Context: an optimization exercise on an open-source flow, tuned for small area. The choices shown serve that exercise and are no tape-out recipe.
In this exercise RTL edits were held to simulation tests only and were not proved equivalent to the original.
Power figures rest on the tool's default switching activity, not on a simulated workload.

==> inputs of xenon <==
==> flow/design.v (excerpt) <==
module tetris_top (
	input  logic                   clk,
	input  logic                   rst,
	input  logic                   start,
	input  logic                   move_left,
	input  logic                   move_right,
	input  logic                   rotate,
	input  logic                   speed_up,
	input  logic                   speed_down,
	input  logic                   soft_drop,
	input  tetris_pkg::row_idx_t   row_sel,
	output tetris_pkg::board_row_t row_bits,
	output tetris_pkg::score_t     score,
	output logic                   game_over,
	output tetris_pkg::shape_t     piece_shape,
	output tetris_pkg::rot_t       piece_rot,
	output tetris_pkg::pos_col_t   piece_col,
	output tetris_pkg::pos_row_t   piece_row
);
Settings: LEC_CHECK=0, ABC_CLOCK_PERIOD_IN_PS=25000, CAP_MARGIN=0, CORE_MARGIN=2, CORE_UTILIZATION=30, GPL_ROUTABILITY_DRIVEN=1, SLEW_MARGIN=0, SYNTH_HIERARCHICAL=1; clock period 25.0 ns.
run.sh (not shown) runs the stock make flow with config.mk's settings and CLKGATE_MAP_FILE= SYNTH_SCRIPT=/design/flow/synth_recipe.tcl, a recipe that flattens the netlist after the stock synthesis.
==> umber (differences from xenon) <==
--- a/flow/design.v
+++ b/flow/design.v
@@ -56,13 +56,13 @@
 	assign fall  = (st == S_FALL);
 	assign lock  = (st == S_LOCK);
 	assign busy  = (st == S_BUSY);
 	assign spawn = (st == S_SPAWN) || (st == S_SPAWN1);
 	assign game_over = (st == S_OVER);
 	logic [ROWS-1:0][9:0] b;
-	logic [ROWS-1:0] row_hold, row_en, row_hit, row_full;
+	logic [ROWS-1:0] row_hold, row_en;
 	logic [9:0] mr [4];    
 	logic fits;
 	logic drop_tick;
 	logic [1:0] speed;
 	logic [5:0] drop_cnt;
 	always_ff @(posedge clk or negedge rst) begin
@@ -149,30 +149,49 @@
 		.cand_cc  (cand_cc),
 		.busy     (busy),
 		.inject   (busy & ~full_rd),
 		.dbus     (rd_row),
 		.mr       (mrf),
 		.oob      (oob),
+		.rd       (rd),
 		.rv       (rv)
 	);
 	always_comb begin
 		for (int q = 0; q < 4; q++) mr[q] = mrf[10*q +: 10];
 	end
-	assign fits = !oob && !(|(rv & row_hit));
+	logic [9:0] wrow [4];
+	for (genvar q = 0; q < 4; q++) begin : gat
+		for (genvar c = 0; c < 10; c++) begin : cl
+			ao5 u (
+				.a ({rv[q], rv[q+4], rv[q+8], rv[q+12], rv[q+16]}),
+				.b ({b[q][c], b[q+4][c], b[q+8][c], b[q+12][c], b[q+16][c]}),
+				.y (wrow[q][c])
+			);
+		end
+	end
+	logic hit, any_full;
+	always_comb begin
+		hit = 1'b0;
+		any_full = 1'b0;
+		for (int q = 0; q < 4; q++) begin
+			hit = hit | (|(wrow[q] & mr[q]));
+			any_full = any_full | (&wrow[q]);
+		end
+	end
+	assign fits = !oob && !hit;
 	logic [4:0] rd, wr;
 	logic last;
-	logic [ROWS-1:0] rd_oh, we_oh;
+	logic [ROWS-1:0] we_oh;
 	logic copy;
 	assign copy = busy & (~full_rd | last);
 	always_comb begin
 		for (int i = 0; i < ROWS; i++) begin
-			rd_oh[i] = (rd == 5'(i));
 			we_oh[i] = copy & (wr == 5'(i));
 		end
 	end
-	row_mux rd_mux (.sel(rd_oh), .d(b), .q(rd_row));
+	assign rd_row = wrow[0] | wrow[1] | wrow[2] | wrow[3];
 	assign full_rd = &rd_row;
 	assign last = (rd == 5'd0);
 	always_ff @(posedge clk) begin
 		if (st == S_CLR0) begin
 			rd <= 5'(ROWS - 1);
 			wr <= 5'(ROWS - 1);
@@ -199,15 +218,13 @@
 	for (genvar i = 0; i < ROWS; i++) begin : rows
 		board_row u (
 			.clk  (clk),
 			.hold (row_hold[i]),
 			.en   (row_en[i]),
 			.m    (mr[i % 4]),
-			.q    (b[i]),
-			.hit  (row_hit[i]),
-			.full (row_full[i])
+			.q    (b[i])
 		);
 	end
 	logic [ROWS-1:0] rs_oh;
 	always_comb begin
 		for (int i = 0; i < ROWS; i++) rs_oh[i] = ~idle & (row_sel == 5'(i));
 	end
@@ -219,34 +236,30 @@
 			case (st)
 				S_IDLE:   if (start) st <= S_SPAWN1;
 				S_SPAWN, S_SPAWN1: st <= S_CHECK;
 				S_CHECK:  st <= fits ? S_FALL : S_OVER;
 				S_FALL:   if (do_drop && !fits) st <= S_LOCK;
 				S_LOCK:   st <= S_CLR0;
-				S_CLR0:   st <= (|row_full) ? S_BUSY : S_DONE;
+				S_CLR0:   st <= any_full ? S_BUSY : S_DONE;
 				S_BUSY:   if (last) st <= S_DONE;
 				S_DONE:   st <= S_SPAWN;
 				default:  st <= S_OVER;
 			endcase
 		end
 	end
 endmodule
 module board_row (
 	input  logic       clk,
 	input  logic       hold,
 	input  logic       en,
 	input  logic [9:0] m,
-	output logic [9:0] q,
-	output logic       hit,
-	output logic       full
+	output logic [9:0] q
 );
 	always_ff @(posedge clk) begin
 		q <= ({10{hold}} & q) | ({10{en}} & m);
 	end
-	assign hit = |(q & m);
-	assign full = &q;
 endmodule
 module row_mux (
 	input  logic [20-1:0]      sel,
 	input  logic [20-1:0][9:0] d,
 	output logic [9:0]                  q
 );
@@ -270,22 +283,25 @@
 	input  logic [1:0]  mh,        
 	input  logic [4:0]  cand_row,  
 	input  logic [3:0]  cand_cc,   
 	input  logic        busy,
 	input  logic        inject,
 	input  logic [9:0]  dbus,
+	input  logic [4:0]  rd,        
 	output logic [39:0] mr,        
 	output logic        oob,
 	output logic [20-1:0] rv
 );
 	logic [15:0] mrot;
 	mask_rom rom_u (.m (m), .rsh (cand_row[1:0]), .mrot (mrot));
 	logic [20:0] cr_oh;
+	logic [4:0] base;
+	assign base = busy ? rd : cand_row;
 	logic [11:0] cc_oh;
 	always_comb begin
-		for (int i = 0; i < 21; i++) cr_oh[i] = (cand_row == 5'(i));
+		for (int i = 0; i < 21; i++) cr_oh[i] = (base == 5'(i));
 		for (int i = 0; i < 12; i++) cc_oh[i] = (cand_cc == 4'(i)) & ~busy;
 	end
 	for (genvar q = 0; q < 4; q++) begin : qr
 		for (genvar c = 0; c < 10; c++) begin : cl
 			if (c == 0) begin : t2
 				ao2 u (.a ({mrot[4*q], inject}), .b ({cc_oh[1], dbus[c]}), .y (mr[10*q+c]));
@@ -304,13 +320,13 @@
 		| cc_oh[11] | (mw >= 2'd1 & cc_oh[10]) | (mw >= 2'd2 & cc_oh[9]) | (mw == 2'd3 & cc_oh[8])
 		| cr_oh[20] | (mh >= 2'd1 & cr_oh[19]) | (mh >= 2'd2 & cr_oh[18]) | (mh == 2'd3 & cr_oh[17]);
 	always_comb begin
 		for (int i = 0; i < 20; i++) begin
 			rv[i] = cr_oh[i];
 			for (int k = 1; k < 4; k++) begin
-				if (i - k >= 0) rv[i] = rv[i] | cr_oh[i - k];
+				if (i - k >= 0) rv[i] = rv[i] | (~busy & cr_oh[i - k]);
 			end
 		end
 	end
 endmodule
 module mask_rom (
 	input  logic [15:0] m,     
==> flow/flow/run.sh (new file) <==
#!/bin/bash
set -o pipefail
cp standard.sh standard_sh_copy.txt
export BUFFER_PORTS_ARGS="-buffer_cell sky130_fd_sc_hd__buf_1"
export CTS_ARGS="-sink_clustering_enable -repair_clock_nets -buf_list sky130_fd_sc_hd__clkbuf_8 -sink_clustering_size 14 -sink_clustering_max_diameter 50 -dont_use_dummy_load"
bash standard.sh > standard.log 2>&1
==> flow/standard.sh (new file) <==
#!/bin/bash
# synth_recipe.tcl (not shown) runs the flow's synth.tcl, then flattens the netlist and writes it again
# the make line also repeats each setting of config.mk as NAME=value (left out here)
make -C /OpenROAD-flow-scripts/flow DESIGN_CONFIG=/design/flow/config.mk WORK_HOME=/design/flow/orfs CLKGATE_MAP_FILE= SYNTH_SCRIPT=/design/flow/synth_recipe.tcl "${@:-finish}"
- CTS_BUF_LIST: default -> sky130_fd_sc_hd__clkbuf_8
- CTS_CLUSTER_DIAMETER: default -> 50
- CTS_CLUSTER_SIZE: default -> 14
removed: flow/run.sh
==> raven (differences from xenon) <==
--- a/flow/design.v
+++ b/flow/design.v
@@ -56,13 +56,13 @@
 	assign fall  = (st == S_FALL);
 	assign lock  = (st == S_LOCK);
 	assign busy  = (st == S_BUSY);
 	assign spawn = (st == S_SPAWN) || (st == S_SPAWN1);
 	assign game_over = (st == S_OVER);
 	logic [ROWS-1:0][9:0] b;
-	logic [ROWS-1:0] row_hold, row_en, row_hit, row_full;
+	logic [ROWS-1:0] row_hold, row_en;
 	logic [9:0] mr [4];    
 	logic fits;
 	logic drop_tick;
 	logic [1:0] speed;
 	logic [5:0] drop_cnt;
 	always_ff @(posedge clk or negedge rst) begin
@@ -149,30 +149,49 @@
 		.cand_cc  (cand_cc),
 		.busy     (busy),
 		.inject   (busy & ~full_rd),
 		.dbus     (rd_row),
 		.mr       (mrf),
 		.oob      (oob),
+		.rd       (rd),
 		.rv       (rv)
 	);
 	always_comb begin
 		for (int q = 0; q < 4; q++) mr[q] = mrf[10*q +: 10];
 	end
-	assign fits = !oob && !(|(rv & row_hit));
+	logic [9:0] wrow [4];
+	for (genvar q = 0; q < 4; q++) begin : gat
+		for (genvar c = 0; c < 10; c++) begin : cl
+			ao5 u (
+				.a ({rv[q], rv[q+4], rv[q+8], rv[q+12], rv[q+16]}),
+				.b ({b[q][c], b[q+4][c], b[q+8][c], b[q+12][c], b[q+16][c]}),
+				.y (wrow[q][c])
+			);
+		end
+	end
+	logic hit, any_full;
+	always_comb begin
+		hit = 1'b0;
+		any_full = 1'b0;
+		for (int q = 0; q < 4; q++) begin
+			hit = hit | (|(wrow[q] & mr[q]));
+			any_full = any_full | (&wrow[q]);
+		end
+	end
+	assign fits = !oob && !hit;
 	logic [4:0] rd, wr;
 	logic last;
-	logic [ROWS-1:0] rd_oh, we_oh;
+	logic [ROWS-1:0] we_oh;
 	logic copy;
 	assign copy = busy & (~full_rd | last);
 	always_comb begin
 		for (int i = 0; i < ROWS; i++) begin
-			rd_oh[i] = (rd == 5'(i));
 			we_oh[i] = copy & (wr == 5'(i));
 		end
 	end
-	row_mux rd_mux (.sel(rd_oh), .d(b), .q(rd_row));
+	assign rd_row = wrow[0] | wrow[1] | wrow[2] | wrow[3];
 	assign full_rd = &rd_row;
 	assign last = (rd == 5'd0);
 	always_ff @(posedge clk) begin
 		if (st == S_CLR0) begin
 			rd <= 5'(ROWS - 1);
 			wr <= 5'(ROWS - 1);
@@ -199,15 +218,13 @@
 	for (genvar i = 0; i < ROWS; i++) begin : rows
 		board_row u (
 			.clk  (clk),
 			.hold (row_hold[i]),
 			.en   (row_en[i]),
 			.m    (mr[i % 4]),
-			.q    (b[i]),
-			.hit  (row_hit[i]),
-			.full (row_full[i])
+			.q    (b[i])
 		);
 	end
 	logic [ROWS-1:0] rs_oh;
 	always_comb begin
 		for (int i = 0; i < ROWS; i++) rs_oh[i] = ~idle & (row_sel == 5'(i));
 	end
@@ -219,34 +236,30 @@
 			case (st)
 				S_IDLE:   if (start) st <= S_SPAWN1;
 				S_SPAWN, S_SPAWN1: st <= S_CHECK;
 				S_CHECK:  st <= fits ? S_FALL : S_OVER;
 				S_FALL:   if (do_drop && !fits) st <= S_LOCK;
 				S_LOCK:   st <= S_CLR0;
-				S_CLR0:   st <= (|row_full) ? S_BUSY : S_DONE;
+				S_CLR0:   st <= any_full ? S_BUSY : S_DONE;
 				S_BUSY:   if (last) st <= S_DONE;
 				S_DONE:   st <= S_SPAWN;
 				default:  st <= S_OVER;
 			endcase
 		end
 	end
 endmodule
 module board_row (
 	input  logic       clk,
 	input  logic       hold,
 	input  logic       en,
 	input  logic [9:0] m,
-	output logic [9:0] q,
-	output logic       hit,
-	output logic       full
+	output logic [9:0] q
 );
 	always_ff @(posedge clk) begin
 		q <= ({10{hold}} & q) | ({10{en}} & m);
 	end
-	assign hit = |(q & m);
-	assign full = &q;
 endmodule
 module row_mux (
 	input  logic [20-1:0]      sel,
 	input  logic [20-1:0][9:0] d,
 	output logic [9:0]                  q
 );
@@ -270,22 +283,25 @@
 	input  logic [1:0]  mh,        
 	input  logic [4:0]  cand_row,  
 	input  logic [3:0]  cand_cc,   
 	input  logic        busy,
 	input  logic        inject,
 	input  logic [9:0]  dbus,
+	input  logic [4:0]  rd,        
 	output logic [39:0] mr,        
 	output logic        oob,
 	output logic [20-1:0] rv
 );
 	logic [15:0] mrot;
 	mask_rom rom_u (.m (m), .rsh (cand_row[1:0]), .mrot (mrot));
 	logic [20:0] cr_oh;
+	logic [4:0] base;
+	assign base = busy ? rd : cand_row;
 	logic [11:0] cc_oh;
 	always_comb begin
-		for (int i = 0; i < 21; i++) cr_oh[i] = (cand_row == 5'(i));
+		for (int i = 0; i < 21; i++) cr_oh[i] = (base == 5'(i));
 		for (int i = 0; i < 12; i++) cc_oh[i] = (cand_cc == 4'(i)) & ~busy;
 	end
 	for (genvar q = 0; q < 4; q++) begin : qr
 		for (genvar c = 0; c < 10; c++) begin : cl
 			if (c == 0) begin : t2
 				ao2 u (.a ({mrot[4*q], inject}), .b ({cc_oh[1], dbus[c]}), .y (mr[10*q+c]));
@@ -304,13 +320,13 @@
 		| cc_oh[11] | (mw >= 2'd1 & cc_oh[10]) | (mw >= 2'd2 & cc_oh[9]) | (mw == 2'd3 & cc_oh[8])
 		| cr_oh[20] | (mh >= 2'd1 & cr_oh[19]) | (mh >= 2'd2 & cr_oh[18]) | (mh == 2'd3 & cr_oh[17]);
 	always_comb begin
 		for (int i = 0; i < 20; i++) begin
 			rv[i] = cr_oh[i];
 			for (int k = 1; k < 4; k++) begin
-				if (i - k >= 0) rv[i] = rv[i] | cr_oh[i - k];
+				if (i - k >= 0) rv[i] = rv[i] | (~busy & cr_oh[i - k]);
 			end
 		end
 	end
 endmodule
 module mask_rom (
 	input  logic [15:0] m,     
==> flow/flow/run.sh (new file) <==
#!/bin/bash
set -o pipefail
cp standard.sh standard_sh_copy.txt
export BUFFER_PORTS_ARGS="-buffer_cell sky130_fd_sc_hd__buf_1"
export CTS_ARGS="-sink_clustering_enable -repair_clock_nets -buf_list sky130_fd_sc_hd__clkbuf_8 -sink_clustering_size 14 -sink_clustering_max_diameter 50 -dont_use_dummy_load"
bash standard.sh > standard.log 2>&1
==> flow/standard.sh (new file) <==
#!/bin/bash
# synth_recipe.tcl (not shown) runs the flow's synth.tcl, then flattens the netlist and writes it again
# the make line also repeats each setting of config.mk as NAME=value (left out here)
make -C /OpenROAD-flow-scripts/flow DESIGN_CONFIG=/design/flow/config.mk WORK_HOME=/design/flow/orfs CLKGATE_MAP_FILE= SYNTH_SCRIPT=/design/flow/synth_recipe.tcl "${@:-finish}"
- CAP_MARGIN: 0 -> 20
- CTS_BUF_LIST: default -> sky130_fd_sc_hd__clkbuf_8
- CTS_CLUSTER_DIAMETER: default -> 50
- CTS_CLUSTER_SIZE: default -> 14
- SLEW_MARGIN: 0 -> 10
removed: flow/run.sh
==> run summary <==
- Between raven and xenon, the lower sequential power is in xenon (gap about 9%, measured against xenon).
- Against xenon, the fmax of raven is larger by 2.4%.
- Against umber, the clock-buffer cell count of raven is lower by 1.
- Between umber and xenon, the lower clock power is in umber (gap 43%, measured against xenon).
- Routed wire length: xenon > raven > umber.
- Synthesized cell count is the same in umber and raven.
==> figures <==
metric	raven	umber	xenon
Outcome	complete, no violations	complete, no violations	complete, no violations
Standard-cell rows	77	77	80
Clock tree root buffer cell	clkbuf_8	clkbuf_8	clkbuf_16
Met3 track demand over resource	6.86%	6.72%	6.26%
FF-to-FF path depth	27	27	21
Ratio of cells with drive above 1 in the final layout	7.61%	7.15%	10.3%
Power density normalized to cell area	125 mW/mm^2	125 mW/mm^2	107 mW/mm^2
Combinational share of power	54.2%	54.1%	45.7%
Layout Skew	0.132 ns	0.146 ns	0.0135 ns
Multi-input logic area	0.00772 mm^2	0.00772 mm^2	0.00899 mm^2
Startpoint of the lowest-slack register-to-register path	speed[0]	speed[0]	rd[0]
GP Congestion	1.08	1.08	1.01
CP Data Arrival Time	13.56 ns	13.54 ns	8.48 ns
Dpl cells	1979	1976	2150

==> static timing again, ports no longer ideal <==
Ports are ideal in the flow. The routed layouts listed here were re-timed in OpenROAD.
Step 1 assumes that a clkbuf_16 drives the clock port and a buf_2 every other input.
Step 2, shift: input delay + t, output delay - t, t = (earliest + latest rising clock arrival at the registers) / 2. This alone moves slack from input paths to output paths.
Three values: no drivers, after step 1, after step 2; two values: the first two.
run	t (ns)	slack for setup (ns)	worst register clock-pin slew, ns
xenon	0.619	11.518 / 11.488 / 11.488	0.07 / 0.07
umber	0.633	11.845 / 11.876 / 11.244	0.10 / 0.10
raven	0.627	11.840 / 11.867 / 11.239	0.09 / 0.09
After both steps every run listed still meets setup and hold.
